Background: an optimization exercise with open tools, aiming at small area, a short achievable clock period and few clock cycles. Do not read the settings as production practice. Where RTL was checked, it was by simulation tests only, not by an equivalence proof against the original. Power and IR drop assume default switching activity.

Design current_level_classifier, start of the top module:
module current_level_classifier #(
    parameter int MAX_SAMPLES = clc_pkg::MAX_SAMPLES_DEF,
    parameter int TOP_COUNT   = clc_pkg::TOP_COUNT_DEF
) (
    input  logic                              aclk,
    input  logic                              aresetn,
    input  logic                              s_tvalid,
    output logic                              s_tready,
    input  logic [clc_pkg::TDATA_IN_W-1:0]    s_tdata,    
    input  logic                              s_tuser,    
    input  logic                              s_tlast,
    output logic                              m_tvalid,
    input  logic                              m_tready,
    output logic [clc_pkg::TDATA_OUT_W-1:0]   m_tdata,    
    input  logic                              cfg_valid,
    output logic                              cfg_ready,
    input  logic [clc_pkg::CFG_IDX_W-1:0]     cfg_index,
    input  logic [clc_pkg::CUR_W-1:0]         cfg_data
);
For scale: about 52 I/O pins, roughly 13000 µm² of cells after synthesis.
export LEC_CHECK = 0
export CAP_MARGIN = 20
export CORE_MARGIN = 2
export CORE_UTILIZATION = 40
export CTS_BUF_LIST = sky130_fd_sc_hd__clkbuf_8
export SETUP_SLACK_MARGIN = 2.4
export SLEW_MARGIN = 20
create_clock -name core_clock -period 6.5 [get_ports {aclk}]
standard.sh (not shown) runs the stock make flow with config.mk's settings and CLKGATE_MAP_FILE= SYNTH_SCRIPT=/design/flow/synth_recipe.tcl, a recipe that flattens the netlist after the stock synthesis.
==> flow/flow/run.sh <==
#!/bin/bash
set -o pipefail
export BUFFER_PORTS_ARGS="-buffer_cell sky130_fd_sc_hd__buf_1"
bash standard.sh > standard.log 2>&1
Testbench counts at the start, summed over its fixed seeds: cycles 36,491.
Next try:
--- a/flow/design.v
+++ b/flow/design.v
@@ -112,34 +112,34 @@
     wire        [15:0] vm = b_d[15:0];
     wire               vs = b_d[16];
     wire [16:0] v_sm = b_d;
     wire [16:0] t0 = acc_reg[16:0];
     wire [16:0] t1 = acc_reg[33:17];
     wire [16:0] t2 = acc_reg[50:34];
     wire t0_ge, t1_ge, t2_ge;
     clc_smge u_ge0 (.a(t0), .b(v_sm), .ge(t0_ge));
     clc_smge u_ge1 (.a(t1), .b(v_sm), .ge(t1_ge));
     clc_smge u_ge2 (.a(t2), .b(v_sm), .ge(t2_ge));
-    logic f1_reg, f2_reg, f3_reg, first_reg;
-    wire cb_ge1 = !first_reg;
+    logic f1_reg, f2_reg, f3_reg;
+    wire cb_ge1 = !pend_reg && f1_reg;
     wire cb_ge2 = !pend_reg && f2_reg;
     wire cb_ge3 = !pend_reg && f3_reg;
     wire ge0 = cb_ge1 && t0_ge;
     wire ge1 = cb_ge2 && t1_ge;
     wire ge2 = cb_ge3 && t2_ge;
     wire hold2 = ge2 || !cb_ge2;
     wire [16:0] t0_ins = ge0 ? t0 : v_sm;
     wire [16:0] t1_ins = ge1 ? t1 : (ge0 ? v_sm : t0);
     wire [16:0] t2_ins = hold2 ? t2 : (ge1 ? v_sm : t1);
     wire [26:0] dr = acc_reg[26:0];
     wire [26:0] dm = acc_reg[53:27];
-    wire        first = first_reg;
+    wire        first = !cb_ge1;
     localparam int CW = 4;                     
     localparam int NY = (27 + CW - 1) / CW - 1;
     logic [NY-1:0] cyr_reg, cym_reg;
     logic [26:0] dr_ins, dm_ins;
     logic [NY-1:0] cyr_ins, cym_ins;
     clc_csacc #(.CW(CW)) u_accr (.d(dr), .cy(cyr_reg), .first(first), .vm(vm),
                       .cur(rated_reg), .d_new(dr_ins), .cy_new(cyr_ins));
     clc_csacc #(.CW(CW)) u_accm (.d(dm), .cy(cym_reg), .first(first), .vm(vm),
                       .cur(minw_reg), .d_new(dm_ins), .cy_new(cym_ins));
     always_ff @(posedge aclk) begin
@@ -199,27 +199,23 @@
         end else if (!pend_reg || pend_go) begin
             full_reg <= add ? (cb_ge1 && lf_step == LF_SEED) : (!pend_reg && full_reg);
             f1_reg   <= cb_ge1 || add;
             f2_reg   <= cb_ge2 || (cb_ge1 && add);
             f3_reg   <= cb_ge3 || (cb_ge2 && add);
         end
     end
     assign pend_next = (!pend_reg || pend_go) ? (b_v && b_l) : pend_reg;
     always_ff @(posedge aclk) begin
         if (!aresetn) begin
-            pend_reg  <= 1'b0;
-            first_reg <= 1'b1;
+            pend_reg <= 1'b0;
         end else begin
-            pend_reg  <= pend_next;
-            if (!pend_reg || pend_go) begin
-                first_reg <= (b_v && b_l) || !(cb_ge1 || add);
-            end
+            pend_reg <= pend_next;
         end
     end
     logic [2:0] st_mean;
     always_comb begin
         if (!f1_reg)            st_mean = 3'd4;
         else if (!dr_neg)       st_mean = 3'd1;
         else if (!dm_neg)       st_mean = 3'd0;
         else                    st_mean = 3'd2;
     end
     wire [17:0] tb_t = acc_reg[51:34];
What happened: The changed run produced a clean layout; clock power increases by roughly a tenth; register-to-register slack gets worse by 0.11 ns; total power came out higher by a few percent; count of clock-buffer cells in the layout does not change; cell area shrinks slightly; hold slack is worse by 0.020 ns; non-clock buffer count falls by 1; via count decreases slightly; die area fell slightly; utilization barely changes; cell count came out lower slightly; global-route usage fell by 0.18 points; critical path depth rises by 1.
Testbench counts after the change, summed over its fixed seeds: cycles 36,491.


## sierra
Another version of the RTL of current_level_classifier (not shown whole).
For scale: roughly 1300 cells after synthesis.
==> flow/config.mk <==
export PLATFORM = sky130hd
export DESIGN_NAME = current_level_classifier
export DESIGN_NICKNAME = current_level_classifier
export VERILOG_FILES = /design/flow/design.v
export SDC_FILE = /design/flow/constraint.sdc
export NUM_CORES = 4
export LEC_CHECK = 0
export CAP_MARGIN = 20
export CORE_MARGIN = 2
export CORE_UTILIZATION = 40
export CTS_BUF_LIST = sky130_fd_sc_hd__clkbuf_8
export SETUP_SLACK_MARGIN = 2.4
export SLEW_MARGIN = 20
==> flow/constraint.sdc <==
create_clock -name core_clock -period 6.5 [get_ports {aclk}]
set_input_delay 1.3000 -clock core_clock [delete_from_list [all_inputs] [get_ports {aclk}]]
set_output_delay 1.3000 -clock core_clock [all_outputs]
set_load 0.01 [all_outputs]
Scripts as last shown in full above: flow/flow/run.sh
Testbench counts of sierra, summed over its fixed seeds: cycles 36,491.
Changes in quartz relative to sierra:
-- flow/design.v --
<<< sierra, line 134
    wire [26:0] dm = acc_reg[53:27];
    wire        first = !cb_ge1;
    localparam int CW = 4;                     
    localparam int NY = (27 + CW - 1) / CW - 1;
    logic [NY-1:0] cyr_reg, cym_reg;
>>> quartz, line 134
    wire [26:0] dm = acc_reg[53:27];
    wire        first = !cb_ge1;
    localparam int CW = 3;                     
    localparam int NY = (27 + CW - 1) / CW - 1;
    logic [NY-1:0] cyr_reg, cym_reg;
## What came out
- Going from sierra to quartz, global-route usage has increased; data required time at the worst endpoint increased by 0.03 ns relative to the old numbers; combined area of the multi-input logic cells went up about 1.9%.
- quartz reports a lower power density relative to cell area than sierra does.
- Between quartz and sierra, the parity-gate share of the synthesized area counting xor and xnor cells does not differ in any meaningful way.
For quartz, only the layout was checked, not whether the RTL still works.


== run H ==
Another version of the RTL of current_level_classifier (not shown whole).
Size in the first run: about 52 I/O pins.
Settings: LEC_CHECK=0, CAP_MARGIN=20, CORE_MARGIN=2, CORE_UTILIZATION=40, CTS_BUF_LIST=sky130_fd_sc_hd__clkbuf_8, SETUP_SLACK_MARGIN=2.4, SLEW_MARGIN=20; clock period 6.5 ns.
Scripts as last shown in full above: flow/flow/run.sh
diff inputs: run H => run K
--- a/flow/design.v
+++ b/flow/design.v
@@ -230,35 +230,33 @@
         else if (!dm_neg)       st_mean = 3'd0;
         else                    st_mean = 3'd2;
     end
     wire [17:0] tb_t = acc_reg[49:32];
     wire [1:0]  tb_k = acc_reg[51:50];
     logic [21:0] xa, xb, xc, xd, xs1, xc1, xs2, xc2;
     logic [19:0] ya, yb, yc, ys1, yc1;
     logic        kx, ky, x_neg, y_neg;
+    clc_cout #(.N(21)) u_cx (.a(xs2[20:0]), .b(xc2[20:0]), .cin(1'b1), .cout(kx));
+    clc_cout #(.N(19)) u_cy (.a(ys1[18:0]), .b(yc1[18:0]), .cin(1'b1), .cout(ky));
     always_comb begin
         xa  = {2'd0, tb_t, 2'b00};
         xb  = {4'd0, tb_t};
         xc  = ~(tb_k[0] ? {4'd0, rated_reg, 2'b00} : 22'd0);
         xd  = ~(tb_k[1] ? {3'd0, rated_reg, 3'b000} : 22'd0);
         xs1 = xa ^ xb ^ xc;
         xc1 = {(xa[20:0] & xb[20:0]) | (xa[20:0] & xc[20:0]) | (xb[20:0] & xc[20:0]), 1'b1};
         xs2 = xs1 ^ xc1 ^ xd;
         xc2 = {(xs1[20:0] & xc1[20:0]) | (xs1[20:0] & xd[20:0]) | (xc1[20:0] & xd[20:0]), 1'b0};
-        kx  = 1'b1;
-        for (int i = 0; i < 21; i++) kx = (xs2[i] & xc2[i]) | (kx & (xs2[i] | xc2[i]));
         x_neg = xs2[21] ^ xc2[21] ^ kx;
         ya  = {2'd0, tb_t};
         yb  = ~(tb_k[0] ? {4'd0, minw_reg} : 20'd0);
         yc  = ~(tb_k[1] ? {3'd0, minw_reg, 1'b0} : 20'd0);
         ys1 = ya ^ yb ^ yc;
         yc1 = {(ya[18:0] & yb[18:0]) | (ya[18:0] & yc[18:0]) | (yb[18:0] & yc[18:0]), 1'b1};
-        ky  = 1'b1;
-        for (int i = 0; i < 19; i++) ky = (ys1[i] & yc1[i]) | (ky & (ys1[i] | yc1[i]));
         y_neg = ys1[19] ^ yc1[19] ^ ky;
     end
     wire        is_off  = (tb_k == 2'd1) ? (tb_t <= 18'd100) :
                           (tb_k == 2'd2) ? (tb_t <= 18'd200) : (tb_t <= 18'd300);
     logic [2:0] st_peak;
     always_comb begin
         if (rated_reg == 16'd0 || tb_k == 2'd0)        st_peak = 3'd4;
         else if (!x_neg)                          st_peak = 3'd1;
@@ -377,8 +375,33 @@
         end
         gt = g3[1] | (e3[1] & g3[0]);
         eq = e3[1] & e3[0];
         if (a[15] != b[15]) ge = !a[15];
         else if (a[15])     ge = !gt;
         else                ge = gt | eq;
     end
 endmodule
+module clc_cout #(
+    parameter int N = 16
+) (
+    input  logic [N-1:0] a,
+    input  logic [N-1:0] b,
+    input  logic         cin,
+    output logic         cout
+);
+    localparam int M = 1 << $clog2(N);
+    logic [M-1:0] g, p;
+    always_comb begin
+        for (int i = 0; i < M; i++) begin
+            g[i] = (i < N) ? (a[i] & b[i]) : 1'b0;
+            p[i] = (i < N) ? (a[i] | b[i]) : 1'b1;
+        end
+        g[0] = g[0] | (p[0] & cin);
+        for (int w = 1; w < M; w = w * 2) begin
+            for (int i = 0; i + w < M; i = i + 2 * w) begin
+                g[i] = g[i+w] | (p[i+w] & g[i]);
+                p[i] = p[i+w] & p[i];
+            end
+        end
+        cout = g[0];
+    end
+endmodule
Notes after the runs:
From run H to run K the numbers moved as follows: global router's overall resource usage rose by 0.21 points, met1 track demand over resource in global routing rose by 1.2 points, die area rose by 810 µm², final instance area rose by 2.0%. Status | run K and run H | clean. Diff run H -> run K: critical path depth shows a reduction of 2; layout cell share with drive strength beyond 1 shows a reduction of 0.98 points.
Function was not checked in any run of this note: the RTL went through the layout flow alone.

-- static timing again, ports no longer ideal --
The flow's constraints put no driver on any port. The routed layouts listed below were extracted and timed again, unchanged, in two steps.
Step 1 (the two cells are an assumption about what drives the block):
set clk [get_ports {aclk}]
set_driving_cell -lib_cell sky130_fd_sc_hd__clkbuf_16 $clk
set_driving_cell -lib_cell sky130_fd_sc_hd__buf_2 [delete_from_list [all_inputs] $clk]
Step 2 adds t to the input delays and takes it off the output delays; t is the mean of the earliest and latest rising clock arrival at the registers after step 1. Input paths then give back, and output paths get back, about the clock's delay inside the block.
Slacks: no drivers / after step 1 / after step 2; pairs: no drivers / after step 1.
| run | t, ns | slack for setup (ns) | worst setup path after step 2 | worst slew at a driven data input, ns | cell pins on the clock port's net |
|---|---|---|---|---|---|
| the first run of note 1 | 0.528 | 2.650 / 2.650 / 2.650 | register to register | 0.07 | 1 |
| the second run of note 1 | 0.536 | 2.543 / 2.543 / 2.543 | register to register | 0.04 | 1 |
| sierra | 0.520 | 2.537 / 2.537 / 2.537 | register to register | 0.05 | 1 |
| quartz | 0.532 | 2.544 / 2.544 / 2.544 | register to register | 0.04 | 1 |
| run H | 0.522 | 2.510 / 2.510 / 2.510 | register to register | 0.04 | 1 |
| run K | 0.532 | 2.514 / 2.514 / 2.514 | register to register | 0.06 | 1 |
After both steps setup and hold are still met in every run listed.
